What follows belongs to an exercise in optimizing a design on an open flow for small area, a short achievable clock period and few clock cycles; a production flow would make more cautious choices.
The RTL was checked by simulation tests, not by an equivalence proof against the original design.
Power and IR drop assume default switching activity.

// alu
module alu (
	input  logic                    clock,
	input  logic                    rst,
	input  logic                    go,
	input  alu_pkg::alu_opcode_t    opcode,
	input  logic [32-1:0]   a,
	input  logic [32-1:0]   b,
	output logic [2*32-1:0] z,
	output logic [32-1:0]   hi,
	output logic [32-1:0]   lo,
	output logic                    busy,
	output logic                    done
);
	logic [31:0] hreg, lreg, zr;
	logic        busy_r, done_r, single_r;
	logic        is_div, fix;
	logic [3:0]  cnt;
	logic        neg_q, neg_r;
	logic        m_div;   
	logic        mfs;     
	logic        m_mul;   
	logic [1:0]  fsc;
	logic        hv;      
	assign busy = busy_r;
	assign done = done_r;
	assign hi   = hreg & {32{hv}};
	assign lo   = lreg & {32{hv}};
	assign z    = single_r ? {32'b0, zr} : {hreg, lreg};
	wire accept = go & ~busy_r;
	wire [4:0] op = opcode;
	wire op_div   = (op == 5'd15);
	wire op_mul   = (op == 5'd16);
	wire op_multi = op_div | op_mul;
	wire op_valid = (op == 5'd3) | (op == 5'd4) | (op == 5'd5) |
	                (op == 5'd6) | (op == 5'd7) | (op == 5'd8) |
	                (op == 5'd9) | (op == 5'd10) | (op == 5'd11) |
	                (op == 5'd17) | (op == 5'd18);
	wire sel_sh  = op[3] | (op[2] & op[1] & op[0]);
	wire sel_and = op[2] & ~op[1] & op[0];
	wire sel_or  = op[2] & op[1] & ~op[0];
	wire sel_not = op[4] & op[1];
	wire sel_add = ~op[3] & ((op[2] & ~op[1] & ~op[0]) | (~op[2] & op[0]));
	wire        sub   = op[2] & ~op[3];
	wire        useb  = ~op[4] & ~op[3];
  ...
export LEC_CHECK = 0
export CAP_MARGIN = 20
export CORE_MARGIN = 2
export CORE_UTILIZATION = 40
export PLACE_DENSITY = 0.45
export SLEW_MARGIN = 20
create_clock -name core_clock -period 18.0 [get_ports {clock}]
standard.sh (not shown) runs the stock make flow with config.mk's settings and CLKGATE_MAP_FILE= SYNTH_SCRIPT=/design/flow/synth_recipe.tcl, a recipe that flattens the netlist after the stock synthesis.
==> flow/flow/run.sh <==
#!/bin/bash
# The standard layout (standard synthesis, floorplan, placement, CTS, routing)
# with two changes: the port buffers are sky130_fd_sc_hd__buf_1 instead of the
# delay buffer buffer_ports picks by default, and timing repair aims for a
# setup slack of SETUP_SLACK_MARGIN ns at the design's clock period, so that
# it also works on paths that already meet it. make's full output goes to
# flow_make.log here; ORFS keeps each step's log under orfs/logs.
set -euo pipefail
bash standard.sh "BUFFER_PORTS_ARGS=-buffer_cell sky130_fd_sc_hd__buf_1" SETUP_SLACK_MARGIN=11 finish > flow_make.log 2>&1
Testbench counts at the start, summed over its fixed seeds: cycles 4,243.
==> next run, changes <==
--- a/flow/flow/run.sh
+++ b/flow/flow/run.sh
@@ -9 +9 @@
-bash standard.sh "BUFFER_PORTS_ARGS=-buffer_cell sky130_fd_sc_hd__buf_1" SETUP_SLACK_MARGIN=11 finish > flow_make.log 2>&1
+bash standard.sh "BUFFER_PORTS_ARGS=-buffer_cell sky130_fd_sc_hd__buf_1" SETUP_SLACK_MARGIN=10 finish > flow_make.log 2>&1
What happened: The changed run finished clean; cell area is lower by 6.4%; setup slack is worse by 0.81 ns; die area is unchanged.

========
alu, a different RTL version from the one above (not shown whole).
Size in the first run: roughly 3300 cells after synthesis, about 200 I/O pins, about 23000 um^2 of cells after synthesis.
==> flow/config.mk <==
export PLATFORM = sky130hd
export DESIGN_NAME = alu
export DESIGN_NICKNAME = alu
export VERILOG_FILES = /design/flow/design.v
export SDC_FILE = /design/flow/constraint.sdc
export NUM_CORES = 4
export LEC_CHECK = 0
export CAP_MARGIN = 20
export CORE_MARGIN = 2
export CORE_UTILIZATION = 40
export PLACE_DENSITY = 0.45
export SLEW_MARGIN = 20
==> flow/constraint.sdc <==
create_clock -name core_clock -period 18.0 [get_ports {clock}]
set_input_delay 3.6000 -clock core_clock [delete_from_list [all_inputs] [get_ports {clock}]]
set_output_delay 3.6000 -clock core_clock [all_outputs]
set_load 0.01 [all_outputs]
==> flow/flow/run.sh <==
#!/bin/bash
set -euo pipefail
bash standard.sh SETUP_SLACK_MARGIN=10 finish > flow_make.log 2>&1
Testbench counts at the start, summed over its fixed seeds: cycles 4,243.
Next try:
==> flow/flow/run.sh (replaced) <==
#!/bin/bash
set -euo pipefail
bash standard.sh SETUP_SLACK_MARGIN=12 finish > flow_make.log 2>&1
=> The new run passed the timing, DRC and antenna checks. Non-clock buffer count came out higher by 346. Count of clock-buffer cells in the layout is unchanged. Routed wire length came out higher by 13%. Total power came out higher by 30%. Worst hold slack improves by 18 ps. Via count came out higher by 11%. Cell area came out higher by 28%. Sequential power came out higher by about 2%. Flip-flop and latch count is unchanged. Register-to-register slack improves by 950 ps. Die area is unchanged.

========
Another version of the RTL of alu (not shown whole).
For scale: about 110 flip-flops, ~200 I/O pins, about 23,000 um2 of cells after synthesis.
export LEC_CHECK = 0
export CAP_MARGIN = 20
export CORE_MARGIN = 2
export CORE_UTILIZATION = 40
export PLACE_DENSITY = 0.45
export SLEW_MARGIN = 20
create_clock -name core_clock -period 18.0 [get_ports {clock}]
==> flow/flow/run.sh <==
#!/bin/bash
set -euo pipefail
bash standard.sh SETUP_SLACK_MARGIN=10 finish > flow_make.log 2>&1
The starting point finished clean.
Testbench counts at the start, summed over its fixed seeds: cycles 4,243.
Rerun with:
--- a/flow/config.mk
+++ b/flow/config.mk
@@ -11 +10,0 @@
-export PLACE_DENSITY = 0.45
Global-route usage grows by 0.62 points.
Via count grows slightly.
Power shrinks slightly.
Wire length grows slightly.
Sequential share of layout area barely changes.
Synthesized cell count does not change.
Area after synthesis is unchanged.
Sequential power grows slightly.

========
Setup of v6:
Another version of the RTL of alu (not shown whole).
Size: roughly 110 flip-flops, ~22,000 µm² of cells after synthesis.
make LEC_CHECK=0 CAP_MARGIN=20 CORE_MARGIN=2 CORE_UTILIZATION=40 SLEW_MARGIN=20 finish   # period 18.0 ns
run.sh (not shown) runs the stock make flow with config.mk's settings and CLKGATE_MAP_FILE= SYNTH_SCRIPT=/design/flow/synth_recipe.tcl, a recipe that flattens the netlist after the stock synthesis.
Stock flow here: none of the scripts above is used.
Testbench counts of v6, summed over its fixed seeds: cycles 4,243.
Inputs modified between v6 and v7:
==> flow/flow/run.sh (new file) <==
#!/bin/bash
set -euo pipefail
bash standard.sh SETUP_SLACK_MARGIN=10 finish > flow_make.log 2>&1
==> flow/standard.sh (new file) <==
#!/bin/bash
# synth_recipe.tcl (not shown) runs the flow's synth.tcl, then flattens the netlist and writes it again
# the make line also repeats each setting of config.mk as NAME=value (left out here)
make -C /OpenROAD-flow-scripts/flow DESIGN_CONFIG=/design/flow/config.mk WORK_HOME=/design/flow/orfs CLKGATE_MAP_FILE= SYNTH_SCRIPT=/design/flow/synth_recipe.tcl "${@:-finish}"
removed: flow/run.sh
Findings:
Compare v6 and v7 | highest ir drop seen on vdd higher: v6. Summary of the comparison: count of inserted antenna diode cells is lower in v7, relative to v6. [compare] base=v6 new=v7: power went up 6.5%, minimum setup slack after placement went up 1.28 ns. Number of detailed-routing iterations run before antenna repair (lower): v6. Both conditions hold for v7: the flow ran to the end and the final layout passed the timing, DRC and antenna checks. Type of the worst setup path = register to register: v7; type of the worst setup path = primary input to register: v6.

## port drivers added, routing unchanged
No port has a modelled driver above. Below, the same layouts with a new extraction and two added sets of constraints.
Step 1 sets driving cells, clkbuf_16 on the clock port and buf_2 on the other inputs (assumed; they add their load-dependent delay and slew).
Step 2 adds t to the input delays and takes it off the output delays; t is the mean of the earliest and latest rising clock arrival at the registers after step 1. Input paths then give back, and output paths get back, about the clock's delay inside the block.
Slacks: ideal ports / drivers / drivers and shift; pairs: ideal ports / drivers.
run | t, ns | setup WS [ns] | worst setup path at the end
the first run of note 1 | 0.518 | 10.957 / 10.973 / 10.454 | input to register
the second run of note 1 | 0.514 | 10.146 / 10.146 / 9.753 | input to register
the first run of note 2 | 0.514 | 10.099 / 10.129 / 9.615 | input to register
the second run of note 2 | 0.516 | 10.884 / 10.870 / 10.354 | input to register
the first run of note 3 | 0.439 | 10.040 / 10.073 / 9.634 | input to register
the second run of note 3 | 0.459 | 10.082 / 10.117 / 9.658 | input to register
v6 | 0.453 | 6.900 / 6.940 / 6.487 | input to register
v7 | 0.439 | 9.888 / 9.888 / 9.619 | input to register
After both steps every run listed still meets setup and hold. The setup slack of the second run of note 2, which loses most, moves by -0.014 ns with the drivers and by -0.530 ns with both steps.
